From an optimization exercise on the open Yosys and OpenROAD flow, aimed at a short achievable clock period; shortcuts taken in it are not production practice.
At most, simulation tests tie the RTL to the original design; equivalence was not proved.
Only the layout flow was run in runs 3 to 6; the RTL was not checked for function there.
The clock cells of run 6 come from the design's own scripts or RTL, not from TritonCTS.
The clock input has no modelled driver; a real chip could not lean on it and would need a root buffer or a full tree.
Power figures rest on the tool's default switching activity, not on a simulated workload.

$ cat flow/design.v
package radar_pkg;
  localparam int word_w = 32;
  localparam int param_bus_w = 4 * word_w;
  localparam int prf_count_w = 2 * word_w;
  localparam logic [word_w-1:0] chirp_count_max_init = 32'h0000_0dff;
  localparam logic [word_w-1:0] chirp_tuning_coef_init = 32'h0000_0001;
  localparam logic [word_w-1:0] chirp_freq_offset_init = 32'h0000_0b00;
  localparam logic [word_w-1:0] chirp_ctrl_word_init = 32'h0000_0020;
  localparam logic [word_w-1:0] prf_int_init = 32'h0000_0000;
  localparam logic [word_w-1:0] prf_frac_init = 32'h1d4c_0000;
  localparam logic [word_w-1:0] adc_sample_count_init = 32'h0000_01fe;
  localparam logic [3:0] process_cycles = 4'd2;
  localparam logic [3:0] overhead_cycles = 4'd2;
  typedef enum logic [2:0] {
    idle     = 3'b000,
    active   = 3'b001,
    chirp    = 3'b010,
    collect  = 3'b011,
    process  = 3'b100,
    overhead = 3'b111
  } gen_state_t;
endpackage
`timescale 1ns/1ps
module param_sync #(
  parameter logic [radar_pkg::word_w-1:0] reset_value = '0,
  parameter bit                           masked      = 1'b1
) (
  input  logic                          aclk,
  input  logic                          aresetn,
  input  logic                          ok_q,
  input  logic [radar_pkg::word_w-1:0]  din,
  output logic [radar_pkg::word_w-1:0]  dout
);
  logic [radar_pkg::word_w-1:0] din_r;
  logic [radar_pkg::word_w-1:0] din_rr;
  logic [radar_pkg::word_w-1:0] din_rrr;
  always_ff @(posedge aclk) begin
    din_r  <= din;
    din_rr <= din_r;
  end
  generate
    if (masked) begin : g_masked
      always_ff @(posedge aclk) begin
        if (!aresetn || !ok_q) begin
          din_rrr <= reset_value;
        end else begin
          din_rrr <= din_rr;
        end
      end
    end else begin : g_raw
      always_ff @(posedge aclk) begin
        din_rrr <= din_rr;
      end
    end
  endgenerate
  assign dout = din_rrr;
endmodule
`timescale 1ns/1ps
module pulse_timers (
  input  logic                          aclk,
  input  logic                          lim_rst,
  input  logic [radar_pkg::word_w-1:0]  prf_int,
  input  logic [radar_pkg::word_w-1:0]  prf_frac,
  input  logic [radar_pkg::word_w-1:0]  adc_count,
  input  logic                          st_idle,
  input  logic                          st_active,
  input  logic                          st_collect,
  input  logic                          st_process,
  input  logic                          st_overhead,
  output logic                          prf_done,
  output logic                          collect_done,
  output logic                          process_done,
  output logic                          overhead_done
);
  localparam logic [radar_pkg::prf_count_w-1:0] prf_init =
    {radar_pkg::prf_int_init, radar_pkg::prf_frac_init};
  localparam logic [radar_pkg::word_w-1:0] adc_init = radar_pkg::adc_sample_count_init;
  logic [radar_pkg::prf_count_w-1:0] prf_max_raw;
  logic [radar_pkg::word_w-1:0]      adc_max_raw;
  logic                              prf_max_zero;
  logic                              adc_max_zero;
  logic                              adc_max_le1;
  always_ff @(posedge aclk) begin
    prf_max_raw  <= {prf_int, prf_frac};
    adc_max_raw  <= adc_count;
    prf_max_zero <= ({prf_int, prf_frac} == '0);
    adc_max_zero <= (adc_count == '0);
    adc_max_le1  <= (adc_count[radar_pkg::word_w-1:1] == '0);
  end
  logic [radar_pkg::prf_count_w-1:0] prf_max;
  logic [radar_pkg::word_w-1:0]      adc_max;
  logic                              prf_max_z;
  logic                              adc_max_z;
  logic                              adc_max_l1;
  assign prf_max    = lim_rst ? prf_init : prf_max_raw;
  assign adc_max    = lim_rst ? adc_init : adc_max_raw;
  assign prf_max_z  = lim_rst ? (prf_init == '0) : prf_max_zero;
  assign adc_max_z  = lim_rst ? (adc_init == '0) : adc_max_zero;
  assign adc_max_l1 = lim_rst ? (adc_init <= 32'd1) : adc_max_le1;
  logic [radar_pkg::prf_count_w-1:0] prf_count;
  logic                              prf_zero;
  logic                              prf_dec;
  assign prf_dec = st_active && !prf_zero;
  always_ff @(posedge aclk) begin
    if (st_idle) begin
      prf_count <= prf_max;
      prf_zero  <= prf_max_z;
    end else if (prf_dec) begin
      prf_count <= prf_count - 1'b1;
      prf_zero  <= (prf_count == 64'd1);
    end
  end
  assign prf_done = prf_zero;
  logic [radar_pkg::word_w-1:0] collect_count;
  logic                         collect_zero;
  logic                         collect_le1;
  logic                         collect_dec;
  assign collect_dec = st_collect && !collect_zero;
  always_ff @(posedge aclk) begin
    if (st_idle) begin
      collect_count <= adc_max;
      collect_zero  <= adc_max_z;
      collect_le1   <= adc_max_l1;
    end else if (collect_dec) begin
      collect_count <= collect_count - 1'b1;
      collect_zero  <= (collect_count == 32'd1);
      collect_le1   <= (collect_count <= 32'd2);
    end
  end
  assign collect_done = collect_le1;
  logic [1:0] process_count;
  logic [1:0] overhead_count;
  always_ff @(posedge aclk) begin
    if (st_idle) begin
      process_count <= radar_pkg::process_cycles[1:0];
    end else if (st_process && process_count != 2'd0) begin
      process_count <= process_count - 1'b1;
    end
  end
  always_ff @(posedge aclk) begin
    if (st_idle) begin
      overhead_count <= radar_pkg::overhead_cycles[1:0];
    end else if (st_overhead && overhead_count != 2'd0) begin
      overhead_count <= overhead_count - 1'b1;
    end
  end
  assign process_done  = (process_count <= 2'd1);
  assign overhead_done = (overhead_count <= 2'd1);
endmodule
`timescale 1ns/1ps
module pulse_sequencer (
  input  logic                   aclk,
  input  logic                   aresetn,
  input  logic                   chirp_ready,
  input  logic                   chirp_active,
  input  logic                   chirp_done,
  input  logic                   prf_done,
  input  logic                   collect_done,
  input  logic                   process_done,
  input  logic                   overhead_done,
  output logic                   st_idle,
  output logic                   st_active,
  output logic                   st_chirp,
  output logic                   st_collect,
  output logic                   st_process,
  output logic                   st_overhead,
  output logic                   chirp_init,
  output logic                   chirp_enable,
  output logic                   adc_enable
);
  always_ff @(posedge aclk) begin
    if (!aresetn) begin
      st_idle     <= 1'b1;
      st_active   <= 1'b0;
      st_chirp    <= 1'b0;
      st_collect  <= 1'b0;
      st_process  <= 1'b0;
      st_overhead <= 1'b0;
    end else begin
      st_idle     <= (st_idle && !chirp_ready) || (st_overhead && overhead_done);
      st_active   <= (st_idle && chirp_ready) || (st_active && !(chirp_ready && prf_done));
      st_chirp    <= (st_active && chirp_ready && prf_done) || (st_chirp && !chirp_done);
      st_collect  <= (st_chirp && chirp_done) || (st_collect && !collect_done);
      st_process  <= (st_collect && collect_done) || (st_process && !process_done);
      st_overhead <= (st_process && process_done) || (st_overhead && !overhead_done);
    end
  end
  always_ff @(posedge aclk) begin
    if (!aresetn) begin
      chirp_enable <= 1'b0;
      chirp_init   <= 1'b0;
      adc_enable   <= 1'b0;
    end else begin
      chirp_enable <= st_chirp;
      chirp_init   <= st_chirp && !chirp_active && !chirp_enable;
      adc_enable   <= st_chirp || st_collect;
    end
  end
endmodule
`timescale 1ns/1ps
module radar_pulse_controller (
  input  logic                               aclk,
  input  logic                               aresetn,
  input  logic                               chirp_ready,
  input  logic                               chirp_active,
  input  logic                               chirp_done,
  input  logic [radar_pkg::word_w-1:0]       chirp_time_int,
  input  logic [radar_pkg::word_w-1:0]       chirp_time_frac,
  input  logic [radar_pkg::word_w-1:0]       adc_sample_time,
  input  logic [radar_pkg::param_bus_w-1:0]  chirp_parameters_in,
  output logic [radar_pkg::param_bus_w-1:0]  chirp_parameters_out,
  output logic                               chirp_init,
  output logic                               chirp_enable,
  output logic                               adc_enable
);
  logic [2:0] rst_d;
  logic       ok_q;
  logic       lim_rst;
  always_ff @(posedge aclk) begin
    rst_d   <= {rst_d[1:0], !aresetn};
    ok_q    <= aresetn && !rst_d[0];
    lim_rst <= !aresetn || (|rst_d);
  end
  logic [radar_pkg::word_w-1:0] ch_counter_max;
  logic [radar_pkg::word_w-1:0] ch_tuning_coef;
  logic [radar_pkg::word_w-1:0] ch_freq_offset;
  logic [radar_pkg::word_w-1:0] ch_ctrl_word;
  logic [radar_pkg::word_w-1:0] prf_int;
  logic [radar_pkg::word_w-1:0] prf_frac;
  logic [radar_pkg::word_w-1:0] adc_count;
  param_sync #(.reset_value(radar_pkg::chirp_count_max_init)) counter_max_sync_i (
    .aclk(aclk), .aresetn(aresetn), .ok_q(ok_q),
    .din(chirp_parameters_in[radar_pkg::word_w-1:0]), .dout(ch_counter_max)
  );
  param_sync #(.reset_value(radar_pkg::chirp_tuning_coef_init)) tuning_coef_sync_i (
    .aclk(aclk), .aresetn(aresetn), .ok_q(ok_q),
    .din(chirp_parameters_in[2*radar_pkg::word_w-1:radar_pkg::word_w]), .dout(ch_tuning_coef)
  );
  param_sync #(.reset_value(radar_pkg::chirp_freq_offset_init)) freq_offset_sync_i (
    .aclk(aclk), .aresetn(aresetn), .ok_q(ok_q),
    .din(chirp_parameters_in[3*radar_pkg::word_w-1:2*radar_pkg::word_w]), .dout(ch_freq_offset)
  );
  param_sync #(.reset_value(radar_pkg::chirp_ctrl_word_init)) ctrl_word_sync_i (
    .aclk(aclk), .aresetn(aresetn), .ok_q(ok_q),
    .din(chirp_parameters_in[4*radar_pkg::word_w-1:3*radar_pkg::word_w]), .dout(ch_ctrl_word)
  );
  assign chirp_parameters_out = {ch_ctrl_word, ch_freq_offset, ch_tuning_coef, ch_counter_max};
  param_sync #(.reset_value(radar_pkg::prf_int_init), .masked(1'b0)) prf_int_sync_i (
    .aclk(aclk), .aresetn(aresetn), .ok_q(ok_q), .din(chirp_time_int), .dout(prf_int)
  );
  param_sync #(.reset_value(radar_pkg::prf_frac_init), .masked(1'b0)) prf_frac_sync_i (
    .aclk(aclk), .aresetn(aresetn), .ok_q(ok_q), .din(chirp_time_frac), .dout(prf_frac)
  );
  param_sync #(.reset_value(radar_pkg::adc_sample_count_init), .masked(1'b0)) adc_count_sync_i (
    .aclk(aclk), .aresetn(aresetn), .ok_q(ok_q), .din(adc_sample_time), .dout(adc_count)
  );
  logic st_idle, st_active, st_chirp, st_collect, st_process, st_overhead;
  logic prf_done, collect_done, process_done, overhead_done;
  pulse_timers pulse_timers_i (
    .aclk          (aclk),
    .lim_rst       (lim_rst),
    .prf_int       (prf_int),
    .prf_frac      (prf_frac),
    .adc_count     (adc_count),
    .st_idle       (st_idle),
    .st_active     (st_active),
    .st_collect    (st_collect),
    .st_process    (st_process),
    .st_overhead   (st_overhead),
    .prf_done      (prf_done),
    .collect_done  (collect_done),
    .process_done  (process_done),
    .overhead_done (overhead_done)
  );
  pulse_sequencer pulse_sequencer_i (
    .aclk          (aclk),
    .aresetn       (aresetn),
    .chirp_ready   (chirp_ready),
    .chirp_active  (chirp_active),
    .chirp_done    (chirp_done),
    .prf_done      (prf_done),
    .collect_done  (collect_done),
    .process_done  (process_done),
    .overhead_done (overhead_done),
    .st_idle       (st_idle),
    .st_active     (st_active),
    .st_chirp      (st_chirp),
    .st_collect    (st_collect),
    .st_process    (st_process),
    .st_overhead   (st_overhead),
    .chirp_init    (chirp_init),
    .chirp_enable  (chirp_enable),
    .adc_enable    (adc_enable)
  );
endmodule
$ cat flow/run.sh
#!/bin/bash
# synth_recipe.tcl (not shown) runs the flow's synth.tcl, then flattens the netlist and writes it again
# the make line also repeats each setting of config.mk as NAME=value (left out here)
make -C /OpenROAD-flow-scripts/flow DESIGN_CONFIG=/design/flow/config.mk WORK_HOME=/design/flow/orfs CLKGATE_MAP_FILE= SYNTH_SCRIPT=/design/flow/synth_recipe.tcl finish
$ cat flow/config.mk
export PLATFORM = sky130hd
export DESIGN_NAME = radar_pulse_controller
export DESIGN_NICKNAME = radar_pulse_controller
export VERILOG_FILES = /design/flow/design.v
export SDC_FILE = /design/flow/constraint.sdc
export NUM_CORES = 4
export LEC_CHECK = 0
export ABC_CLOCK_PERIOD_IN_PS = 1400
export CAP_MARGIN = 20
export CORE_MARGIN = 2
export CORE_UTILIZATION = 40
export CTS_CLUSTER_DIAMETER = 60
export CTS_CLUSTER_SIZE = 40
export SETUP_SLACK_MARGIN = 1.4
export SLEW_MARGIN = 20
$ cat flow/constraint.sdc
create_clock -name core_clock -period 2.9 [get_ports {aclk}]
set_input_delay 0.5800 -clock core_clock [delete_from_list [all_inputs] [get_ports {aclk}]]
set_output_delay 0.5800 -clock core_clock [all_outputs]
set_load 0.01 [all_outputs]
==> results of run 1 <==
final cells by class:
type	count	area, µm²
fill	4665	25000
clock inverter	35	676
inverter	16	66.3
tap	765	957
clock buffer	51	1260
multi-input combinational	734	5730
sequential	888	18900
antenna	4	10.0
timing repair buffer	545	5330
cells by family after synthesis:
| logic type | Yosys count | share of synthesized area |
|---|---|---|
| XOR/XNOR | 62 | 0.0231 |
| AND/OR/NAND/NOR | 519 | 0.125 |
| flip-flops | 888 | 0.798 |
| buffers and inverters | 73 | 0.0132 |
| AO/OA/AOI/OAI | 140 | 0.0358 |
| adder cells (fa/ha/maj) | 9 | 0.00479 |
timing repair:
action                                  in CTS  in global routing
setup buffers                              126                 36
gates resized for setup                    917                126
endpoints found under the setup margin     346                263
pin swaps                                  112                 58
hold endpoints to repair                     0                  0
cloned                                       5                  1
Yosys cell counts, types with 3 or more instances:
cell	count	area (µm²)
buf_6	4	45.0
clkbuf_1	49	184
or2_2	20	125
nand3b_1	4	30.0
nand2_1	93	349
nor2_1	59	221
o31ai_1	4	30.0
a31oi_1	10	62.6
o211ai_1	10	75.1
nor4_4	3	63.8
nor4_2	3	37.5
nor3_1	33	165
and2_1	3	18.8
xor2_1	16	140
a22oi_1	4	30.0
nor4b_1	3	26.3
o21ai_0	64	320
nand2b_1	8	50.1
or4_4	3	33.8
xnor2_1	46	403
ha_1	9	113
dfxtp_1	789	15800
or3_1	25	156
a221o_1	4	40.0
edfxtp_1	99	2970
nand4_1	21	131
a21oi_1	27	135
or4_1	16	120
inv_1	15	56.3
o21a_1	3	22.5
and3_1	114	713
nor4_1	54	338
nor2b_1	7	43.8
nand3_1	35	175
routing by layer:
layer	up-vias	part of all wire	GRT usage
met2	504	0.47	0.291
met5	-	0.00084	0
li1	6940	-	-
met3	144	0.10	0.0734
met1	6843	0.38	0.201
met4	8	0.038	0.0719
metrics by stage:
stage / std cells / power, mW / setup WS, ps
2_1_floorplan: 1691 / 14.2 / 555
3_3_place_gp: 2780 / 14.8 / 439
3_5_place_dp: 2780 / 14.9 / 401
4_1_cts: 2997 / 23.6 / 470
5_1_grt: 3037 / 24.5 / 437
6_report: 3038 / 23.5 / 518
worst paths after layout:
check / start / endpoint / slack, ps / depth (start not counted)
worst min-delay path: prf_frac_sync_i.din_r[12] / prf_frac_sync_i.din_rr[12] / 330 / 0
worst max-delay path: pulse_timers_i.prf_count[35] / pulse_timers_i.prf_count[55] / 520 / 6
worst max register to register: pulse_timers_i.prf_count[35] / pulse_timers_i.prf_count[55] / 520 / 6
worst min register to register: prf_frac_sync_i.din_r[12] / prf_frac_sync_i.din_rr[12] / 330 / 0
report_power, final:
part / internal [mW] / switching [mW] / total (mW) / leakage (nW)
registers: 13.1 / 0.362 / 13.5 / 7.68
clock network: 3.66 / 4.70 / 8.36 / 0.911
logic: 0.946 / 0.747 / 1.69 / 4.86
total: 17.7 / 5.81 / 23.5 / 13.5
worst reg2reg max path, cell delays in order, from the launching register on:
cell and delay, ps:
edfxtp_1 430, buf_4 170, nor4_4 370, nand2_2 150, or4_4 540, o211a_1 220
a221o_1 260
==> flow_metrics.tcl, run 1 <==
set metrics [dict create \
    status "no timing/DRC/antenna violations" \
    drv_cap 0 \
    finalCritPeriodShare 0.822 \
    synth_edf_count 99 \
    critPathSlowestCell "or4_4" \
    dpl.hpwl_um 34200 \
    irDropWorstVdd_v 0.000714 \
    synth_nets 1929 \
    fin_nets 2469 \
    area.growth.synth_to_final_pct 40.1 \
    critPathRequiredTime_ps 3260 \
    path_delay_family "simple AND/OR/NAND/NOR gates" \
    ioPinCount 360 \
    cts_hold_buffers 0 \
    path_class "reg -> reg" \
    ys_types 58 \
    hold_violations 0 \
    hold-worst-slack_ps 327 \
    critPathCaptureType "flop" \
    placed_cell_area_um2 28400 \
    syn_area_um2 23500 \
    layout_common_cells "dfxtp_1, clkdlybuf4s50_1, buf_6" \
    max_stage_delay_ps 540 \
    syn_avg_cell_area_um2 13.9 \
    die_h_um 247 \
    finalSetupViolCount 0 \
    async_reset_ff_frac 0 \
    ys_warn_count 10 \
    fin_crit_ps 2380 \
    grt_antenna_before_repair 8 \
    dr.pass1.iters 5 \
    ctsHtreeMaxLevel 2 \
    path_cells "buf_4 -> nor4_4 -> nand2_2 -> or4_4 -> o211a_1 -> a221o_1" \
    via_per_inst 4.75 \
    ys_ff_latch 888 \
    crit_fanout 4 \
    tns_ps 0 \
    drt_iter0_drc 796 \
    synth_flop_cell "dfxtp_1" \
    grt.overflow.total 0 \
    coreArea_um2 57900 \
    clockRootBuffer "clkbuf_16" \
    layout-drive-gt1-share 0.309 \
    drv_slew 0 \
    worst_pin_slew_ps 833 \
    fin_util 0.569 \
    clk_pin_slew_ps 110 \
    hold_path_class "reg -> reg" \
    clock_latency_ps 620 \
    slew_headroom 0.444 \
    numCtsBuffers 46 \
    grt_pass1_wl_um 83000 \
    dieArea_um2 60800 \
    die_w_um 247 \
    fmax_mhz 420 \
    grt_max_degree 97 \
    final_common_cell "dfxtp_1" \
    wire_per_inst_um 18.1 \
    cts_sinks 888 \
    finClkSkew_ps 31.0 \
    drc_errors 0 \
    start_util 0.406 \
    cts_tree "done" \
    critPathBufInv 1 \
    rsz0062_at_grt "yes" \
    wl_um 54900 \
    clock_path_buffers 3 \
    vias 14439 \
    port_buffers 359 \
    num_rows 88 \
    startpoint_type "flop" \
    stdcell_area_um2 32900 \
    ys_seq_area_frac 0.798 \
    worstPathArrival_ps 2740 \
    largestRegisters "pulse_timers_i.prf_count (64), pulse_timers_i.prf_max_raw (64)" \
    synth_cells 1691 \
    postRouteAntennaNets 0 \
    gp_congestion 0.826 \
    globalRouteTotalUtil 0.176 \
    p_per_area_nw_per_um2 714 \
    grt_pass1_vias 14859 \
    p_leak_nw 13.5 \
]
==> run 2, diff against run 1 <==
--- a/flow/config.mk
+++ b/flow/config.mk
@@ -7,3 +7,2 @@
 export LEC_CHECK = 0
-export ABC_CLOCK_PERIOD_IN_PS = 1400
 export CAP_MARGIN = 20
@@ -11,5 +10,2 @@
 export CORE_UTILIZATION = 40
-export CTS_CLUSTER_DIAMETER = 60
-export CTS_CLUSTER_SIZE = 40
-export SETUP_SLACK_MARGIN = 1.4
 export SLEW_MARGIN = 20
==> run 2 against run 1 <==
Fmax down 7.3%. Register-to-register slack worse by 190 ps. Sequential share of layout area up 3.0 points. Clock skew up 15 ps. Still clean on timing, DRC and antenna. Utilization down 3.2 points. Cell count down 3.0%.
==> flow_metrics.tcl, run 2 <==
set metrics [dict create \
    p_per_area_nw_per_um2 838 \
    fin_nets 2346 \
    grt_antenna_before_repair 12 \
    stdcell_area_um2 31100 \
    ys_warn_count 10 \
    postRouteAntennaNets 0 \
    ioPinCount 360 \
    synth_nets 1929 \
    worstPathArrival_ps 3040 \
    async_reset_ff_frac 0 \
    cts_setup_buffers 0 \
    grt_max_degree 113 \
    cts_tree "done" \
    yosysMostFrequentCell "dfxtp_1" \
    grt.overflow.total 0 \
    start_util 0.406 \
    layout-drive-gt1-share 0.0992 \
    p_leak_nw 12.3 \
    drv_slew 0 \
    numCtsBuffers 86 \
    dieArea_um2 60800 \
    finalCritPeriodShare 0.887 \
    hold_path_class "reg -> reg" \
    critPathSlowestCell "or4_1" \
    drc_errors 0 \
    die_h_um 247 \
    fin_cells 2946 \
    largestRegisters "pulse_timers_i.prf_count (64), pulse_timers_i.prf_max_raw (64)" \
    gp_congestion 0.840 \
    clockRootBuffer "clkbuf_16" \
    irDropWorstVdd_v 0.000558 \
    crit_fanout 9 \
    fin_util 0.537 \
    dr.pass1.iters 4 \
    die_w_um 247 \
    ctsResizeCount 0 \
    synth_edf_count 99 \
    hold_violations 0 \
    critPathCaptureType "flop" \
    cts_hold_buffers 0 \
    drv_cap 0 \
    area.growth.synth_to_final_pct 32.2 \
    vias 13805 \
    ys_seq_area_frac 0.798 \
    wl_um 50900 \
    cts_sinks 888 \
    syn_avg_cell_area_um2 13.9 \
    clock_path_buffers 3 \
    synth_cells 1691 \
    port_buffers 359 \
    finalSetupViolCount 0 \
    clk_pin_slew_ps 70 \
    fmax_mhz 389 \
    max_stage_delay_ps 570 \
    hold-worst-slack_ps 319 \
    coreArea_um2 57900 \
    ys_types 58 \
    ys_top_cells_by_area "dfxtp_1, edfxtp_1, and3_1" \
    clock_latency_ps 640 \
    placed_cell_area_um2 28100 \
    startpoint_type "flop" \
    critPathLaunch "pulse_timers_i.prf_count[10]" \
    synth_flop_cell "dfxtp_1" \
    status "no timing/DRC/antenna violations" \
    num_rows 88 \
    dp.cells 2785 \
    dpl.hpwl_um 34500 \
    grt_pass1_wl_um 78600 \
    ys_ff_latch 888 \
    path_class "reg -> reg" \
    fin_crit_ps 2570 \
    tns_ps 0 \
    synthTopCellsByCount "dfxtp_1, and3_1, edfxtp_1" \
    path_cells "nor4_2 -> and4b_1 -> nand4_2 -> or4_1 -> a31oi_1" \
    drt_iter0_drc 676 \
    synth_top_area_share 0.671 \
    critPathRequiredTime_ps 3370 \
    grt_pass1_vias 14258 \
    via_per_inst 4.69 \
    finClkSkew_ps 46.2 \
    synth_top_area_cell "dfxtp_1" \
    hold_start "prf_frac_sync_i.din_rr[30]" \
    globalRouteTotalUtil 0.168 \
    final_common_cell "dfxtp_1" \
    syn_area_um2 23500 \
    ctsHtreeMaxLevel 3 \
    r2r_start "pulse_timers_i.prf_count[10]" \
    slew_headroom 0.319 \
    wire_per_inst_um 17.3 \
    layout_common_cells "dfxtp_1, clkdlybuf4s50_1, and3_1" \
    worst_pin_slew_ps 1020 \
    rsz0062_at_grt "no" \
]
[run 2: cell counts after synthesis]
No cell type changed its count.
[run 2: final cells by class]
class	instances	area (µm²)
fillers	4863	26800
flip-flops and latches	888	18800
multi-input cells	730	4470
repair buffers	386	3800
clock buffers	114	2480
well taps	765	957
clock inverters	43	536
inverters	16	60.1
diodes	4	10.0
[run 2: logic make-up after synthesis]
family / Yosys count / share of synthesized area
AO/OA/AOI/OAI: 140 / 0.0358
XOR/XNOR: 62 / 0.0231
adder cells (fa/ha/maj): 9 / 0.00479
buffers and inverters: 73 / 0.0132
flip-flops: 888 / 0.798
AND/OR/NAND/NOR: 519 / 0.125
[run 2: path summary, 6_finish.rpt]
path / endpoint / slack (ps) / depth (start not counted)
worst max register to register: pulse_timers_i.prf_count[50] / 330 / 5
worst min-delay path: prf_frac_sync_i.din_rrr[30] / 320 / 0
worst min register to register: prf_frac_sync_i.din_rrr[30] / 320 / 0
worst max-delay path: pulse_timers_i.prf_count[50] / 330 / 5
[run 2: stage by stage]
| step | setup WS (ps) | power, mW |
|---|---|---|
| 6_report | 329 | 26.1 |
| 5_1_grt | 146 | 27.1 |
| 4_1_cts | 329 | 26.4 |
| 3_5_place_dp | 367 | 14.8 |
| 3_3_place_gp | 438 | 14.8 |
| 2_1_floorplan | 338 | 14.1 |
[run 2: where the power goes]
group	switching (mW)	leakage (nW)	internal [mW]	total, mW
Sequential	0.328	7.64	13.1	13.5
Combinational	0.485	3.15	0.603	1.09
Clock	4.75	1.49	6.77	11.5
Total	5.57	12.3	20.5	26.1
[run 2: worst max-delay path: cells and delay by family (launching register included)]
family             cells  cell delay, ps
AOI/OAI and AO/OA      1             170
and+or+nand+nor        4            1780
DFF                    1             440
[run 2: layer usage]
| metal | GRT usage | part of all wire |
|---|---|---|
| met1 | 0.199 | 0.41 |
| met2 | 0.260 | 0.45 |
| met5 | 0 | 0.0019 |
| met4 | 0.0672 | 0.032 |
| met3 | 0.0813 | 0.10 |
==> run 3, diff against run 2 <==
--- a/flow/design.v
+++ b/flow/design.v
@@ -58,2 +58,51 @@
 `timescale 1ns/1ps
+module countdown #(
+  parameter int w  = 64,
+  parameter int ch = 4
+) (
+  input  logic         aclk,
+  input  logic         load,
+  input  logic         run,
+  input  logic [w-1:0] ld_val,
+  input  logic         ld_zero,
+  input  logic         ld_le1,
+  output logic         zero,
+  output logic         le1
+);
+  localparam int n = w / ch;
+  logic [w-1:0] cnt;
+  logic [n-1:0] cz;
+  logic [n-1:0] co;
+  logic [n:0]   zpre;
+  logic         dec;
+  logic         rest_zero;
+  assign dec = run && !zero;
+  assign zpre[0] = 1'b1;
+  for (genvar k = 0; k < n; k++) begin : g_zpre
+    assign zpre[k+1] = zpre[k] && cz[k];
+  end
+  assign rest_zero = &cz[n-1:1];
+  always_ff @(posedge aclk) begin
+    for (int k = 0; k < n; k++) begin
+      if (load) begin
+        cnt[k*ch +: ch] <= ld_val[k*ch +: ch];
+        cz[k]           <= (ld_val[k*ch +: ch] == '0);
+        co[k]           <= (ld_val[k*ch +: ch] == ch'(1));
+      end else if (dec && zpre[k]) begin
+        cnt[k*ch +: ch] <= cnt[k*ch +: ch] - 1'b1;
+        cz[k]           <= co[k];
+        co[k]           <= (cnt[k*ch +: ch] == ch'(2));
+      end
+    end
+  end
+  always_ff @(posedge aclk) begin
+    if (load) begin
+      zero <= ld_zero;
+      le1  <= ld_le1;
+    end else if (dec) begin
+      zero <= co[0] && rest_zero;
+      le1  <= rest_zero && (cnt[ch-1:0] <= ch'(2));
+    end
+  end
+endmodule
 module pulse_timers (
@@ -91,40 +140,27 @@
   logic [radar_pkg::word_w-1:0]      adc_max;
-  logic                              prf_max_z;
-  logic                              adc_max_z;
-  logic                              adc_max_l1;
-  assign prf_max    = lim_rst ? prf_init : prf_max_raw;
-  assign adc_max    = lim_rst ? adc_init : adc_max_raw;
-  assign prf_max_z  = lim_rst ? (prf_init == '0) : prf_max_zero;
-  assign adc_max_z  = lim_rst ? (adc_init == '0) : adc_max_zero;
-  assign adc_max_l1 = lim_rst ? (adc_init <= 32'd1) : adc_max_le1;
-  logic [radar_pkg::prf_count_w-1:0] prf_count;
-  logic                              prf_zero;
-  logic                              prf_dec;
-  assign prf_dec = st_active && !prf_zero;
-  always_ff @(posedge aclk) begin
-    if (st_idle) begin
-      prf_count <= prf_max;
-      prf_zero  <= prf_max_z;
-    end else if (prf_dec) begin
-      prf_count <= prf_count - 1'b1;
-      prf_zero  <= (prf_count == 64'd1);
-    end
-  end
-  assign prf_done = prf_zero;
-  logic [radar_pkg::word_w-1:0] collect_count;
-  logic                         collect_zero;
-  logic                         collect_le1;
-  logic                         collect_dec;
-  assign collect_dec = st_collect && !collect_zero;
-  always_ff @(posedge aclk) begin
-    if (st_idle) begin
-      collect_count <= adc_max;
-      collect_zero  <= adc_max_z;
-      collect_le1   <= adc_max_l1;
-    end else if (collect_dec) begin
-      collect_count <= collect_count - 1'b1;
-      collect_zero  <= (collect_count == 32'd1);
-      collect_le1   <= (collect_count <= 32'd2);
-    end
-  end
+  assign prf_max = lim_rst ? prf_init : prf_max_raw;
+  assign adc_max = lim_rst ? adc_init : adc_max_raw;
+  logic prf_zero, prf_le1;
+  logic collect_zero, collect_le1;
+  countdown #(.w(radar_pkg::prf_count_w), .ch(4)) prf_i (
+    .aclk    (aclk),
+    .load    (st_idle),
+    .run     (st_active),
+    .ld_val  (prf_max),
+    .ld_zero (lim_rst ? (prf_init == '0) : prf_max_zero),
+    .ld_le1  (1'b0),
+    .zero    (prf_zero),
+    .le1     (prf_le1)
+  );
+  countdown #(.w(radar_pkg::word_w), .ch(4)) collect_i (
+    .aclk    (aclk),
+    .load    (st_idle),
+    .run     (st_collect),
+    .ld_val  (adc_max),
+    .ld_zero (lim_rst ? (adc_init == '0) : adc_max_zero),
+    .ld_le1  (lim_rst ? (adc_init <= 32'd1) : adc_max_le1),
+    .zero    (collect_zero),
+    .le1     (collect_le1)
+  );
+  assign prf_done     = prf_zero;
   assign collect_done = collect_le1;
--- a/flow/config.mk
+++ b/flow/config.mk
@@ -7,2 +7,3 @@
 export LEC_CHECK = 0
+export ABC_CLOCK_PERIOD_IN_PS = 1400
 export CAP_MARGIN = 20
@@ -10,2 +11,5 @@
 export CORE_UTILIZATION = 40
+export CTS_CLUSTER_DIAMETER = 60
+export CTS_CLUSTER_SIZE = 40
+export SETUP_SLACK_MARGIN = 1.4
 export SLEW_MARGIN = 20
==> run 3 against run 2 <==
Utilization is 0.39 points lower. Register-to-register slack gained 910 ps. Clock power fell by 27%. Flip-flop and latch count is 48 higher. Worst setup slack improved by 860 ps. Area after synthesis is 7.8% higher. Worst hold slack lost 23 ps. Total power fell by 6.8%. Design area is 7.7% higher.
==> flow_metrics.tcl, run 3 <==
set metrics [dict create \
    grt_max_degree 113 \
    hold-worst-slack_ps 296 \
    tns_ps 0 \
    die_h_um 256 \
    top_usage_layer "met2" \
    critPathRequiredTime_ps 2320 \
    worstPathArrival_ps 1130 \
    synth_top_area_cell "dfxtp_1" \
    area.growth.synth_to_final_pct 32.1 \
    synthTopCellsByCount "dfxtp_1, edfxtp_1, and3_1" \
    hold_path_class "in -> reg" \
    drv_cap 0 \
    fin_util 0.533 \
    coreArea_um2 62900 \
    fmax_mhz 584 \
    globalRouteTotalUtil 0.165 \
    cell_internal_pwr_mw 18.4 \
    cts_hold_buffers 0 \
    slew_headroom 0.507 \
    layout_common_cells "dfxtp_1, clkdlybuf4s50_1, edfxtp_1" \
    grt_pass1_wl_um 84400 \
    yosysMostFrequentCell "dfxtp_1" \
    num-fill-cells 5218 \
    clock_path_buffers 3 \
    drt_iter0_drc 831 \
    clockRootBuffer "clkbuf_16" \
    status "no timing/DRC/antenna violations" \
    ys_types 45 \
    gp_congestion 0.815 \
    path_delay_family "flip-flops" \
    ioPinCount 360 \
    max_stage_delay_ps 380 \
    path_cells "buf_6" \
    port_buffers 359 \
    switching_share 0.243 \
    fin_crit_ps 1710 \
    clk_pin_slew_ps 110 \
    met1_usage 0.206 \
    ys_ff_latch 936 \
    ys_seq_area_frac 0.797 \
    dieArea_um2 65400 \
    synth_cells 1791 \
    async_reset_ff_frac 0 \
    die_w_um 256 \
    cts_sinks 936 \
    path_class "reg -> out" \
    ys_top_cells_by_area "dfxtp_1, edfxtp_1, and3_1" \
    synth_edf_count 147 \
    grt_antenna_before_repair 14 \
    drc_errors 0 \
    hold_violations 0 \
    wl_um 57100 \
    stdcell_area_um2 33500 \
    critPathCaptureType "primary output" \
    clock_latency_ps 650 \
    grt.overflow.total 0 \
    largestRegisters "pulse_timers_i.prf_i.cnt (64), pulse_timers_i.prf_max_raw (64)" \
    rsz0062_at_grt "yes" \
    critPathSlowestCell "dfxtp_2" \
    layout-drive-gt1-share 0.246 \
    dr.pass1.iters 5 \
    syn_area_um2 25400 \
    critPathBufInv 1 \
    postRouteAntennaNets 0 \
    p_per_area_nw_per_um2 726 \
    synth_top_area_share 0.623 \
    p_leak_nw 13.8 \
    synth_flop_cell "dfxtp_1" \
    ys_warn_count 12 \
    irDropWorstVdd_v 0.000637 \
    crit_fanout 2 \
    syn_avg_cell_area_um2 14.2 \
    numCtsBuffers 48 \
    synth_nets 2072 \
    pwr-share-comb 0.061 \
    start_util 0.403 \
    cts_tree "done" \
    p_clk_frac 0.346 \
    finClkSkew_ps 46.6 \
    power_switching_mw 5.90 \
    grt_pass1_vias 14826 \
    dpl.hpwl_um 36400 \
    final_common_cell "dfxtp_1" \
    ctsHtreeMaxLevel 2 \
    num_rows 92 \
    startpoint_type "flop" \
    worst_pin_slew_ps 739 \
    finalCritPeriodShare 0.591 \
    placed_cell_area_um2 29800 \
    wire_per_inst_um 18.4 \
    drv_slew 0 \
    finalSetupViolCount 0 \
    via_per_inst 4.65 \
    seq_power_share 0.593 \
    total_power_mw 24.3 \
    globalRouteMet2Util 0.259 \
    fin_nets 2490 \
    vias 14421 \
    met3_usage 0.0670 \
]
## run 3: kinds of logic (layout without fill, tap and decap cells)
logic type	after synthesis	in the layout	share of synthesized area
compound gates	173	173	0.0412
buf+inv	148	605	0.0241
xor+xnor	50	50	0.0173
flops	936	936	0.797
simple gates	431	432	0.0943
fa+ha+maj	52	52	0.0257
mux	1	1	0.000395
other cells	0	3	0
## run 3: stage by stage
stage | worst slack [ps] | std cells
after floorplan | 1340 | 1791
final | 1190 | 3098
after global placement | 973 | 2939
after CTS | 1130 | 3067
after global routing | 1140 | 3097
after detailed placement | 862 | 2939
## run 3: what timing repair did
item,CTS,global route
setup buffers,33,17
resized for setup,811,228
gates cloned,5,11
pin swaps,9,29
endpoints found under the setup margin,422,464
hold endpoints to repair,0,0
## run 3: final timing paths
check / startpoint / endpoint / slack, ps / cells past startpoint
setup / recovery: pulse_sequencer_i.chirp_enable / chirp_enable / 1190 / 1
hold / removal: aresetn / pulse_sequencer_i.st_idle / 300 / 2
setup reg to reg: pulse_timers_i.prf_i.zero / pulse_timers_i.prf_i.cz[12] / 1240 / 3
hold reg to reg: adc_count_sync_i.din_rrr[7] / pulse_timers_i.adc_max_raw[7] / 320 / 0
## run 3: cell type report
cell class                      count  area (µm²)  area share
Multi-Input combinational cell    708        5190       0.155
Timing Repair Buffer              433        4670       0.139
Timing Repair inverter              1        11.3    0.000336
Inverter                           81         330     0.00986
Clock inverter                     39         631      0.0188
Sequential cell                   936       20400       0.608
Tap cell                          846        1060      0.0316
Clock buffer                       51        1230      0.0368
Antenna cell                        3        7.51    0.000224
## run 3: power groups by stage
stage	Clock (mW)	Sequential, mW	Combinational (mW)
final	8.42	14.4	1.49
after floorplan	0	14.5	0.604
after detailed placement	0	14.7	1.20
after CTS	8.67	14.4	1.31
after global placement	0	14.6	1.16
after global routing	9.13	14.5	1.62
## run 3: routing by layer
layer	routed length (µm)	vias to the layer above	part of all wire
met5	112	-	0.0020
met4	1920	20	0.034
met3	5410	127	0.095
met2	25700	460	0.45
met1	24000	6878	0.42
li1	-	6936	-
==> run 4, diff against run 3 <==
--- a/flow/design.v
+++ b/flow/design.v
@@ -223,2 +223,10 @@
   end
+  logic chirp_first;
+  always_ff @(posedge aclk) begin
+    if (!aresetn) begin
+      chirp_first <= 1'b0;
+    end else begin
+      chirp_first <= st_active && chirp_ready && prf_done;
+    end
+  end
   always_ff @(posedge aclk) begin
@@ -230,3 +238,3 @@
       chirp_enable <= st_chirp;
-      chirp_init   <= st_chirp && !chirp_active && !chirp_enable;
+      chirp_init   <= chirp_first && !chirp_active;
       adc_enable   <= st_chirp || st_collect;
==> flow/config.mk (replaced) <==
export PLATFORM = sky130hd
export DESIGN_NAME = radar_pulse_controller
export DESIGN_NICKNAME = radar_pulse_controller
export VERILOG_FILES = /design/flow/design.v
export SDC_FILE = /design/flow/constraint.sdc
export NUM_CORES = 4
export LEC_CHECK = 0
export ABC_CLOCK_PERIOD_IN_PS = 1300
export CAP_MARGIN = 20
export CORE_MARGIN = 2
export CORE_UTILIZATION = 60
export CTS_CLUSTER_DIAMETER = 100
export CTS_CLUSTER_SIZE = 30
export SETUP_SLACK_MARGIN = 1.6
export SLEW_MARGIN = 20
==> run 4 against run 3 <==
Still clean. Flip-flop and latch count increased by 1. Combinational power is 26% higher. Design area grew 2.9%. Count of clock-buffer cells in the layout shrank 1. Sequential power barely moved. Via count grew 5.8%. Cell count is 9.0% lower. Clock power is 27% lower. Utilization is 29 points higher. Area after synthesis barely moved. Die area decreased by 33%. Largest power group unchanged.
==> flow_metrics.tcl, run 4 <==
set metrics [dict create \
    status "no timing/DRC/antenna violations" \
    finClkSkew_ps 23.7 \
    fin_nets 2542 \
    pre_cts_slack_ps 902 \
    postRouteAntennaNets 0 \
    dr.pass1.iters 5 \
    via_per_inst 5.41 \
    drv_slew 0 \
    layout_common_cells "dfxtp_1, clkdlybuf4s50_1, edfxtp_1" \
    wl_um 62600 \
    ys_seq_area_frac 0.798 \
    syn_area_um2 25400 \
    dpl.hpwl_um 33600 \
    worstPathArrival_ps 2050 \
    grt_pass1_wl_um 85800 \
    drv_cap 0 \
    critPathRequiredTime_ps 3220 \
    slew_headroom 0.544 \
    fin_ws_ps 1170 \
    worst_pin_slew_ps 677 \
    dieArea_um2 43900 \
    cts_tree "done" \
    synth_cells 1793 \
    wire_per_inst_um 22.2 \
    final_common_cell "dfxtp_1" \
    drt_iter0_drc 1204 \
    ys_types 38 \
    p_per_area_nw_per_um2 654 \
    start_util 0.606 \
    fmax_mhz 578 \
    clock_latency_ps 610 \
    hold_violations 0 \
    wl_met2_um 31000 \
    port_buffers 359 \
    ys_ff_latch 937 \
    num_rows 75 \
    placed_cell_area_um2 29600 \
    coreArea_um2 41900 \
    dr_wl_met3_um 5740 \
    synthTopCellsByCount "dfxtp_1, edfxtp_1, and3_1" \
    vias 15256 \
    numCtsBuffers 37 \
    clk_pin_slew_ps 110 \
    synth_edf_count 147 \
    synth_top_area_cell "dfxtp_1" \
    grt_antenna_before_repair 5 \
    finalCritPeriodShare 0.596 \
    critPathCaptureType "flop" \
    grt.overflow.total 0 \
    ys_warn_count 12 \
    async_reset_ff_frac 0 \
    irDropWorstVdd_v 0.000627 \
    area.growth.synth_to_final_pct 35.8 \
    stdcell_area_um2 34500 \
    hold_path_class "reg -> reg" \
    p_leak_nw 14.5 \
    ys_top_cells_by_area "dfxtp_1, edfxtp_1, and3_1" \
    highest_layer "met5" \
    finalSetupViolCount 0 \
    synth_flop_cell "dfxtp_1" \
    largestRegisters "pulse_timers_i.prf_i.cnt (64), pulse_timers_i.prf_max_raw (64)" \
    fin_crit_ps 1730 \
    synth_nets 2074 \
    clock_path_buffers 3 \
    syn_avg_cell_area_um2 14.1 \
    die_w_um 210 \
    die_h_um 210 \
    rsz0062_at_grt "yes" \
    clockRootBuffer "clkbuf_16" \
    path_class "reg -> reg" \
    gp_congestion 0.798 \
    synth_top_area_share 0.624 \
    globalRouteTotalUtil 0.257 \
    layout-drive-gt1-share 0.306 \
    drc_errors 0 \
    yosysMostFrequentCell "dfxtp_1" \
    cts_sinks 937 \
    grt_max_degree 90 \
    m1WireLength_um 23600 \
    tns_ps 0 \
    grt_pass1_vias 15084 \
    ioPinCount 360 \
    startpoint_type "flop" \
    crit_fanout 6 \
    ctsHtreeMaxLevel 2 \
]
## run 4: cell types whose count changed in the layout (fill, tap and decap cells not counted), moves of 12 or more
cell | before | now
buf_12 | 10 | 30
nand2_1 | 36 | 11
buf_16 | 5 | 29
nand2_4 | 7 | 44
clkbuf_16 | 58 | 39
nor2_1 | 58 | 38
nor3_4 | 1 | 13
nor2_4 | 2 | 17
nor3_1 | 51 | 32
o21ai_0 | 54 | 17
o21ai_2 | 22 | 50
nand2_2 | 30 | 18
## run 4: power by group
group          switching (mW)  internal, mW
logic                   0.843          1.04
clock network            3.75          2.42
registers               0.459          14.0
total                    5.05          17.5
## run 4: critical path, stage by stage, from the launching register on
cell and delay [ps]:
edfxtp_1 450, nand3b_1 280, nor3_4 380, a41o_4 340
## run 4: metrics by stage
stage          cells  total power, mW  hold slack (ps)  utilization
2_1_floorplan   1793             15.2              310            -
6_report        2818             22.5              321        0.823
3_3_place_gp    2636             15.8              310        0.707
5_1_grt         2816             23.3              323        0.823
4_1_cts         2778             22.2              319        0.785
3_5_place_dp    2636             15.9              312        0.707
## run 4: layout make-up
class                      count  area, µm²
antenna                        3       7.51
clock buffer                  50        975
clock inverter                 4       42.5
fill                        2202       7400
inverter                      82        342
multi-input combinational    707       6160
sequential                   937      20400
tap                          539        674
timing repair buffer         495       5860
timing repair inverter         1       16.3
## run 4: logic make-up (layout without fill, tap and decap cells)
group | count (synthesis) | count (layout) | share of synthesized area
adders and majority gates | 52 | 52 | 0.0257
and+or+nand+nor | 431 | 431 | 0.0936
other | 0 | 3 | 0
buffers and inverters | 149 | 632 | 0.0242
xor gates and xnor gates | 50 | 50 | 0.0173
AOI/OAI and AO/OA | 173 | 173 | 0.0412
DFF | 937 | 937 | 0.798
muxes | 1 | 1 | 0.000395
## run 4: metal layers
metal / vias up / GRT usage
li1: 7028 / -
met2: 675 / 0.433
met1: 7384 / 0.310
met3: 165 / 0.0886
met4: 4 / 0.0902
met5: - / 0
## run 4: what timing repair did
| action | 4_1_cts | 5_1_grt |
|---|---|---|
| hold buffers | 0 | 0 |
| gates cloned | 31 | 2 |
| pin swaps | 92 | 63 |
| endpoints found under the setup margin | 443 | 431 |
| buffers inserted | 57 | 35 |
| resized for setup | 1024 | 289 |
## run 4: worst paths after layout
kind	to	startpoint	slack, ps	cells after the start
worst max-delay path	pulse_timers_i.prf_i.cz[12]	pulse_timers_i.prf_i.zero	1170	3
worst min-delay path	adc_count_sync_i.din_rrr[19]	adc_count_sync_i.din_rr[19]	320	0
worst max register to register	pulse_timers_i.prf_i.cz[12]	pulse_timers_i.prf_i.zero	1170	3
worst min register to register	adc_count_sync_i.din_rrr[19]	adc_count_sync_i.din_rr[19]	320	0
==> run 5, diff against run 4 <==
--- a/flow/design.v
+++ b/flow/design.v
@@ -76,5 +76,4 @@
   logic [n:0]   zpre;
-  logic         dec;
+  logic [w-1:0] tgl;
   logic         rest_zero;
-  assign dec = run && !zero;
   assign zpre[0] = 1'b1;
@@ -84,2 +83,11 @@
   assign rest_zero = &cz[n-1:1];
+  for (genvar k = 0; k < n; k++) begin : g_tgl
+    for (genvar i = 0; i < ch; i++) begin : g_bit
+      if (i == 0) begin : g_lsb
+        assign tgl[k*ch+i] = run && zpre[k];
+      end else begin : g_up
+        assign tgl[k*ch+i] = run && zpre[k] && (cnt[k*ch +: i] == '0);
+      end
+    end
+  end
   always_ff @(posedge aclk) begin
@@ -87,19 +95,17 @@
       if (load) begin
-        cnt[k*ch +: ch] <= ld_val[k*ch +: ch];
-        cz[k]           <= (ld_val[k*ch +: ch] == '0);
-        co[k]           <= (ld_val[k*ch +: ch] == ch'(1));
-      end else if (dec && zpre[k]) begin
-        cnt[k*ch +: ch] <= cnt[k*ch +: ch] - 1'b1;
-        cz[k]           <= co[k];
-        co[k]           <= (cnt[k*ch +: ch] == ch'(2));
+        cz[k] <= (ld_val[k*ch +: ch] == '0);
+        co[k] <= (ld_val[k*ch +: ch] == ch'(1));
+      end else begin
+        cz[k] <= cz[k] ^ (run && zpre[k] && (cz[k] ^ co[k]));
+        co[k] <= co[k] ^ (run && zpre[k] && (co[k] ^ (cnt[k*ch +: ch] == ch'(2))));
       end
     end
-  end
-  always_ff @(posedge aclk) begin
     if (load) begin
+      cnt  <= ld_val;
       zero <= ld_zero;
       le1  <= ld_le1;
-    end else if (dec) begin
-      zero <= co[0] && rest_zero;
-      le1  <= rest_zero && (cnt[ch-1:0] <= ch'(2));
+    end else begin
+      cnt  <= cnt ^ tgl;
+      zero <= zero || (run && co[0] && rest_zero);
+      le1  <= le1 ^ (run && (le1 ^ (rest_zero && (cnt[ch-1:0] <= ch'(2)))));
     end
@@ -147,3 +153,3 @@
     .load    (st_idle),
-    .run     (st_active),
+    .run     (1'b1),
     .ld_val  (prf_max),
==> run 5 against run 4 <==
Still clean. Die area down 3.1%. Sequential power is 4% lower. Global-route usage up 0.22 points. Sequential share of layout area fell by 1.1 points. Worst setup slack better by 14 ps. First-iteration DRC count is 5.4% higher. Fmax grew 0.85%. Total power fell by 4.7%. Utilization decreased by 0.33 points. Critical path depth up 2. Synthesized cell count rose by 2.6%. Largest cell class unchanged. Highest routed layer unchanged.
==> flow_metrics.tcl, run 5 <==
set metrics [dict create \
    cts_tree "done" \
    critPathCaptureType "flop" \
    die_w_um 206 \
    drv_cap 0 \
    grt.overflow.total 0 \
    syn_avg_cell_area_um2 13.4 \
    multi_input_area_um2 6490 \
    tns_ps 0 \
    ys_types 67 \
    path_class "reg -> reg" \
    postRouteAntennaNets 0 \
    synth_edf_count 47 \
    num_rows 74 \
    critPathRequiredTime_ps 3460 \
    worst_pin_slew_ps 615 \
    grt_pass1_vias 15139 \
    cell_internal_pwr_mw 16.8 \
    power_switching_mw 4.66 \
    ys_seq_area_frac 0.781 \
    status "no timing/DRC/antenna violations" \
    layout-drive-gt1-share 0.292 \
    synth_flop_cell "dfxtp_1" \
    dieArea_um2 42600 \
    drt_iter0_drc 1269 \
    grt_antenna_before_repair 4 \
    hold_path_class "reg -> reg" \
    max_stage_delay_ps 450 \
    synth_cells 1840 \
    ctsHtreeMaxLevel 2 \
    final_common_cell "dfxtp_1" \
    worstPathArrival_ps 2270 \
    ys_ff_latch 935 \
    coreArea_um2 40600 \
    ioPinCount 360 \
    hold_violations 0 \
    wl_um 61100 \
    area.growth.synth_to_final_pct 35.6 \
    fin_cells 2890 \
    clockRootBuffer "clkbuf_16" \
    rsz0062_at_grt "yes" \
    vias 15618 \
    start_util 0.604 \
    yosysMostFrequentCell "dfxtp_1" \
    r2r_setup_slack_ps 1180 \
    finalCritPeriodShare 0.591 \
    clock_latency_ps 600 \
    dpl.hpwl_um 35500 \
    drv_slew 0 \
    seq_power_share 0.649 \
    synth_top_area_cell "dfxtp_1" \
    register_area_um2 19300 \
    slew_headroom 0.584 \
    drc_errors 0 \
    gp_congestion 0.824 \
    startpoint_type "flop" \
    ys_warn_count 12 \
    cts_sinks 935 \
    path_cells "buf_4 -> nand3_2 -> or3_4 -> or4_1 -> nand3_1" \
    globalRouteTotalUtil 0.260 \
    switching_share 0.217 \
    clk_pin_slew_ps 120 \
    fin_nets 2602 \
    synthTopCellsByCount "dfxtp_1, nand2_1, and3_1" \
    dp.cells 2681 \
    largestRegisters "pulse_timers_i.prf_i.cnt (64), pulse_timers_i.prf_max_raw (64)" \
    wire_per_inst_um 21.1 \
    via_per_inst 5.40 \
    ys_top_cells_by_area "dfxtp_1, edfxtp_1, and3_1" \
    fin_crit_ps 1720 \
    crit_fanout 4 \
    synth_top_area_share 0.724 \
    grt_max_degree 78 \
    p_clk_frac 0.285 \
    dr.pass1.iters 5 \
    syn_area_um2 24600 \
    p_per_area_nw_per_um2 644 \
    die_h_um 206 \
    numCtsBuffers 37 \
    grt_pass1_wl_um 84000 \
    fmax_mhz 583 \
    layout_common_cells "dfxtp_1, clkdlybuf4s50_1, buf_6" \
    irDropWorstVdd_v 0.000606 \
    async_reset_ff_frac 0 \
    num-fill-cells 2189 \
    finClkSkew_ps 27.4 \
    port_buffers 359 \
    synth_nets 2099 \
    finalSetupViolCount 0 \
    p_leak_nw 13.6 \
    clock_path_buffers 3 \
    critPathSlowestCell "edfxtp_1" \
    pwr-share-comb 0.065 \
]
-- run 5: cell types whose count changed in the layout (fill, tap and decap cells not counted), moves of 21 or more --
cell      previous run  this run
nand2_1             11        91
nand2_4             44        13
o21ai_1             33        54
edfxtp_1           147        47
inv_1               80        40
buf_6              135       168
ha_1                52        10
o21ai_2             50        19
xnor2_1             50        27
dfxtp_1            676       776
buf_16              29         5
buf_4               38        78
-- run 5: worst paths after layout --
kind / from / end / depth (start not counted)
max: flop / pulse_timers_i.prf_i.cnt[58] / 5
min: prf_int_sync_i.din_r[24] / prf_int_sync_i.din_rr[24] / 0
max reg2reg: flop / pulse_timers_i.prf_i.cnt[58] / 5
min reg2reg: prf_int_sync_i.din_r[24] / prf_int_sync_i.din_rr[24] / 0
-- run 5: final cells by class --
class                   instances  share of cell area
diodes                          3            0.000225
clock buffers                  48              0.0290
clock inverters                 3             0.00143
inverters                      52             0.00755
multi-input cells             786               0.195
flip-flops and latches        935               0.580
well taps                     532              0.0200
repair buffers                531               0.166
-- run 5: timing repair --
item | CTS | global route
setup endpoints to repair | 419 | 399
gates resized for setup | 1043 | 162
cloned | 4 | 7
setup buffers | 93 | 51
pin swaps | 110 | 87
endpoints found under the hold margin | 0 | 0
hold buffers | 0 | 0
-- run 5: cell families after synthesis --
kind of cell               Yosys count  synth area share
adders and majority gates           30            0.0153
muxes                                1          0.000407
buffers and inverters              119            0.0196
xor gates and xnor gates            54            0.0193
DFF                                935             0.781
and+or+nand+nor                    499             0.114
AOI/OAI and AO/OA                  202            0.0502
-- run 5: routing by layer --
| metal | part of all wire | vias to the layer above | track usage |
|---|---|---|---|
| li1 | - | 7253 | - |
| met1 | 0.38 | 7494 | 0.302 |
| met2 | 0.50 | 701 | 0.458 |
| met3 | 0.093 | 168 | 0.0829 |
| met4 | 0.034 | 2 | 0.0753 |
| met5 | 0.00021 | - | 0 |
-- run 5: power groups by stage --
stage | combinational (mW) | clock [mW] | sequential (mW)
after floorplan | 0.399 | 0 | 14.1
after global placement | 0.900 | 0 | 14.2
after detailed placement | 0.920 | 0 | 14.2
after CTS | 1.20 | 6.20 | 13.9
after global routing | 1.48 | 6.67 | 14.0
final | 1.40 | 6.12 | 13.9
-- run 5: critical path: cells and delay by family (launching register included) --
family | cells | cell delay [ps]
and+or+nand+nor | 4 | 1050
DFF | 1 | 450
buffers and inverters | 1 | 150
-- run 5: stage by stage --
stage	hold WS, ps	util	instance area (µm²)	power [mW]	setup slack, ps
3_3_place_gp	310	0.713	29000	15.1	916
4_1_cts	317	0.791	32100	21.3	1210
5_1_grt	311	0.820	33300	22.2	1140
3_5_place_dp	312	0.713	29000	15.1	884
6_report	312	0.820	33300	21.5	1180
2_1_floorplan	310	-	24900	14.5	1410
==> run 6, diff against run 5 <==
==> flow/flow/run.sh (new file) <==
#!/bin/bash
# Standard layout, with the clock tree of flow/cts_tree.tcl in place of TritonCTS.
set -euo pipefail
export PRE_CTS_TCL=$PWD/flow/cts_tree.tcl
export CT_CLOCK_PORT=aclk
export CT_ROOTS=${CT_ROOTS:-4}
export CT_LEAF_SIZE=${CT_LEAF_SIZE:-30}
bash standard.sh finish > standard_flow.log 2>&1
==> flow/flow/cts_tree.tcl (new file) <==
# Clock tree built here in place of TritonCTS: the clock port drives a few root
# buffers, each root drives the leaf buffers of its part of the die, and each
# leaf buffer drives a compact group of registers. Every register sees the same
# two buffer levels. The groups come from recursive halving of the register
# positions along the longer side, so they are balanced in size.

proc ct_split {pts} {
  # pts: list of {iterm x y}; returns two halves split at the median of the longer side
  set xs {}; set ys {}
  foreach p $pts { lappend xs [lindex $p 1]; lappend ys [lindex $p 2] }
  set xs [lsort -integer $xs]; set ys [lsort -integer $ys]
  set dx [expr {[lindex $xs end] - [lindex $xs 0]}]
  set dy [expr {[lindex $ys end] - [lindex $ys 0]}]
  set idx [expr {$dx >= $dy ? 1 : 2}]
  set s [lsort -integer -index $idx $pts]
  set h [expr {[llength $s] / 2}]
  return [list [lrange $s 0 [expr {$h - 1}]] [lrange $s $h end]]
}

proc ct_groups {pts n} {
  # split pts into n groups (n a power of two)
  if {$n <= 1} { return [list $pts] }
  lassign [ct_split $pts] a b
  return [concat [ct_groups $a [expr {$n / 2}]] [ct_groups $b [expr {$n / 2}]]]
}

proc ct_centroid {pts} {
  set sx 0; set sy 0
  foreach p $pts { set sx [expr {$sx + [lindex $p 1]}]; set sy [expr {$sy + [lindex $p 2]}] }
  set n [llength $pts]
  return [list [expr {$sx / $n}] [expr {$sy / $n}]]
}

proc ct_buffer {block master name x y in_net out_net} {
  set b [odb::dbInst_create $block $master $name]
  set w [[$b getMaster] getWidth]
  set h [[$b getMaster] getHeight]
  $b setLocation [expr {$x - $w / 2}] [expr {$y - $h / 2}]
  $b setPlacementStatus PLACED
  [$b findITerm A] connect $in_net
  [$b findITerm X] connect $out_net
  return $b
}

proc ct_build {args} {
  set block [ord::get_db_block]
  set db [ord::get_db]
  set master [$db findMaster sky130_fd_sc_hd__clkbuf_16]
  set clk_name [get_name [get_ports $::env(CT_CLOCK_PORT)]]
  set clk [$block findNet $clk_name]
  $clk setSigType CLOCK
  set pts {}
  foreach it [$clk getITerms] {
    set inst [$it getInst]
    set bb [$inst getBBox]
    set x [expr {([$bb xMin] + [$bb xMax]) / 2}]
    set y [expr {([$bb yMin] + [$bb yMax]) / 2}]
    lappend pts [list $it $x $y]
  }
  set nsink [llength $pts]
  set nroot $::env(CT_ROOTS)
  set per $::env(CT_LEAF_SIZE)
  set nleaf $nroot
  while {$nleaf * $per < $nsink} { set nleaf [expr {$nleaf * 2}] }
  puts "ct: $nsink sinks, $nroot roots, $nleaf leaves"
  set roots [ct_groups $pts $nroot]
  set r 0
  set l 0
  foreach rg $roots {
    set rnet [odb::dbNet_create $block "ct_root_${r}_net"]
    $rnet setSigType CLOCK
    set leaves [ct_groups $rg [expr {$nleaf / $nroot}]]
    set lcs {}
    foreach lg $leaves {
      set lnet [odb::dbNet_create $block "ct_leaf_${l}_net"]
      $lnet setSigType CLOCK
      foreach p $lg {
        set it [lindex $p 0]
        $it disconnect
        $it connect $lnet
      }
      lassign [ct_centroid $lg] cx cy
      ct_buffer $block $master "ct_leaf_${l}" $cx $cy $rnet $lnet
      lappend lcs [list {} $cx $cy]
      incr l
    }
    lassign [ct_centroid $lcs] cx cy
    ct_buffer $block $master "ct_root_${r}" $cx $cy $clk $rnet
    incr r
  }
  puts "ct: built $r roots and $l leaves"
}

rename clock_tree_synthesis ct_orig_clock_tree_synthesis
proc clock_tree_synthesis {args} { ct_build }
==> flow/standard.sh (new file) <==
#!/bin/bash
# synth_recipe.tcl (not shown) runs the flow's synth.tcl, then flattens the netlist and writes it again
# the make line also repeats each setting of config.mk as NAME=value (left out here)
make -C /OpenROAD-flow-scripts/flow DESIGN_CONFIG=/design/flow/config.mk WORK_HOME=/design/flow/orfs CLKGATE_MAP_FILE= SYNTH_SCRIPT=/design/flow/synth_recipe.tcl "${@:-finish}"
removed: flow/run.sh
==> run 6 against run 5 <==
Critical path depth unchanged. Combinational power hardly changed. Register-to-register slack better by 20 ps. First-iteration DRC count is 11% lower. Clock skew about the same. Wire length fell by 0.61%. Design area shrank 0.70%. Flip-flop and latch count unchanged. Sequential power about the same. Still clean on timing, DRC and antenna.
==> flow_metrics.tcl, run 6 <==
set metrics [dict create \
    p_per_area_nw_per_um2 637 \
    synth_cells 1840 \
    synth.mux.area_fraction 0.000407 \
    critPathRequiredTime_ps 3180 \
    dr.pass1.iters 7 \
    startpoint_type "flop" \
    num_rows 74 \
    synth_flop_cell "dfxtp_1" \
    finClkSkew_ps 27.0 \
    stdcell_area_um2 33100 \
    area.growth.synth_to_final_pct 34.7 \
    total_power_mw 21.1 \
    layout-drive-gt1-share 0.285 \
    path_cells "buf_4 -> nand3_2 -> or3_4 -> a22o_1 -> a211o_1" \
    wire_per_inst_um 21.1 \
    multi_input_area_um2 6310 \
    drv_cap 0 \
    synth_nets 2099 \
    grt.overflow.total 0 \
    crit_fanout 5 \
    grt_pass1_vias 14650 \
    irDropWorstVdd_v 0.000463 \
    synth_edf_count 47 \
    postRouteAntennaNets 0 \
    rr_worst_depth 5 \
    status "no timing/DRC/antenna violations" \
    worst_pin_slew_ps 445 \
    grt_max_degree 43 \
    yosysMostFrequentCell "dfxtp_1" \
    largestRegisters "pulse_timers_i.prf_i.cnt (64), pulse_timers_i.prf_max_raw (64)" \
    tns_ps 0 \
    r2r-end "pulse_timers_i.prf_i.cnt[59]" \
    ys_ff_latch 935 \
    finalCritPeriodShare 0.584 \
    die_h_um 206 \
    clock_latency_ps 390 \
    finalSetupViolCount 0 \
    synth_top_family_by_area "simple AND/OR/NAND/NOR gates" \
    synth_adder_area_share 0.0153 \
    hold-worst-slack_ps 318 \
    syn_area_um2 24600 \
    hold_violations 0 \
    worst-path-stages 5 \
    rsz0062_at_grt "yes" \
    synth_top_area_share 0.724 \
    drc_errors 0 \
    layout_common_cells "dfxtp_1, clkdlybuf4s50_1, buf_6" \
    die_w_um 206 \
    worstHoldEndpoint "prf_frac_sync_i.din_rrr[25]" \
    cts_hold_buffers 0 \
    hold_start "prf_frac_sync_i.din_rr[25]" \
    hold_path_class "reg -> reg" \
    r2r_setup_slack_ps 1200 \
    grt_antenna_before_repair 14 \
    fin_cells 2879 \
    critPathSlowestCell "edfxtp_1" \
    start_util 0.604 \
    critPathCaptureType "flop" \
    ioPinCount 360 \
    async_reset_ff_frac 0 \
    synthTopCellsByCount "dfxtp_1, nand2_1, and3_1" \
    gp_congestion 0.824 \
    dpl.hpwl_um 35500 \
    path_delay_family "flip-flops" \
    fmax_mhz 590 \
    syn_avg_cell_area_um2 13.4 \
    wl_um 60700 \
    fin_nets 2595 \
    ys_warn_count 12 \
    max_stage_delay_ps 480 \
    synth_top_area_cell "dfxtp_1" \
    ys_seq_area_frac 0.781 \
    drv_slew 0 \
    dp.cells 2681 \
    synth_xor_area_frac 0.0193 \
    fin_crit_ps 1700 \
    slew_headroom 0.699 \
    globalRouteTotalUtil 0.247 \
    placed_cell_area_um2 29000 \
    min_path_cells 0 \
    final_common_cell "dfxtp_1" \
    port_buffers 359 \
    vias 15495 \
    yosys.area_share.simple 0.114 \
    ys_top_cells_by_area "dfxtp_1, edfxtp_1, and3_1" \
    via_per_inst 5.38 \
    clk_pin_slew_ps 110 \
    grt_pass1_wl_um 81100 \
    critPathBufInv 1 \
    register_area_um2 19300 \
    drt_iter0_drc 1132 \
    coreArea_um2 40600 \
    worstPathArrival_ps 1980 \
    dieArea_um2 42600 \
    p_leak_nw 13.6 \
    ys_types 67 \
    synth_compound_area_frac 0.0502 \
    num-fill-cells 2203 \
    path_class "reg -> reg" \
]
==> run 6: final cells by class <==
type                    instances  share of cell area
inverters                      52             0.00771
multi-input cells             786               0.191
well taps                     532              0.0201
flip-flops and latches        935               0.585
repair buffers                524               0.168
diodes                         13            0.000983
repair inverters                1            0.000265
plain buffers                  36              0.0272
==> run 6: what timing repair did <==
action,in CTS,in global routing
gates resized for setup,324,860
gates cloned,9,7
pin swaps,58,83
setup endpoints to repair,460,377
hold endpoints to repair,0,0
setup buffers,69,64
==> run 6: worst max-delay path by stage <==
stage	slack, ps	endpoint
floorplan	1410	pulse_timers_i.prf_i.cnt[61]
global placement	920	pulse_timers_i.prf_i.cnt[59]
detailed placement	880	pulse_timers_i.prf_i.cnt[59]
global route	1170	pulse_timers_i.prf_i.zero
CTS	1260	pulse_timers_i.prf_i.cnt[59]
finish	1200	pulse_timers_i.prf_i.cnt[59]
==> run 6: cell families (layout without fill, tap and decap cells) <==
logic type | after synthesis | in the layout
AND/OR/NAND/NOR | 499 | 499
AO/OA/AOI/OAI | 202 | 202
other | 0 | 13
multiplexers | 1 | 1
flip-flops | 935 | 935
buffers and inverters | 119 | 613
XOR/XNOR | 54 | 54
adder cells (fa/ha/maj) | 30 | 30
==> run 6: layer usage <==
metal / global-route usage / routed length, µm
met1: 0.302 / 23100
met2: 0.417 / 29600
met3: 0.0749 / 5410
met4: 0.0821 / 2580
met5: 0 / 15
==> run 6: per-stage QoR <==
step | worst slack (ps) | utilization
after global routing | 1170 | 0.814
after CTS | 1260 | 0.770
after global placement | 916 | 0.713
final | 1200 | 0.814
after floorplan | 1410 | -
after detailed placement | 884 | 0.713
==> run 6: where the power goes <==
part / total (mW) / switching [mW] / leakage (nW) / internal [mW]
combinational: 1.40 / 0.604 / 5.19 / 0.799
sequential: 13.9 / 0.349 / 7.95 / 13.6
clock: 5.72 / 3.46 / 0.444 / 2.26
total: 21.1 / 4.41 / 13.6 / 16.7

what the ideal ports hide:
No port has a modelled driver above. Below, the same layouts with a new extraction and two added sets of constraints.
Step 1 sets driving cells, clkbuf_16 on the clock port and buf_2 on the other inputs (assumed; they add their load-dependent delay and slew).
Step 2 adds t to the input delays and takes it off the output delays; t is the mean of the earliest and latest rising clock arrival at the registers after step 1. Input paths then give back, and output paths get back, about the clock's delay inside the block.
Three values: ideal, step 1, step 2; two values: the first two.
run	t (ns)	slack for setup (ns)	worst setup path at the end	clock arrival spread, ns	slew at the worst register clock pin (ns)
run 1	0.664	0.518 / 0.518 / 0.518	register to register	0.035 / 0.036	0.12 / 0.12
run 2	0.679	0.329 / 0.329 / 0.329	register to register	0.048 / 0.049	0.07 / 0.07
run 3	0.694	1.187 / 1.123 / 1.172	input to register	0.054 / 0.054	0.12 / 0.12
run 4	0.653	1.170 / 1.170 / 1.037	input to register	0.031 / 0.031	0.12 / 0.12
run 5	0.648	1.185 / 1.151 / 1.087	input to register	0.044 / 0.044	0.12 / 0.12
run 6	0.499	1.205 / 1.205 / 1.205	register to register	0.031 / 0.031	0.12 / 0.12
After both steps setup and hold are still met in every run listed. The setup slack of run 4, which loses most, moves by 0.000 ns with the drivers and by -0.133 ns with both steps.
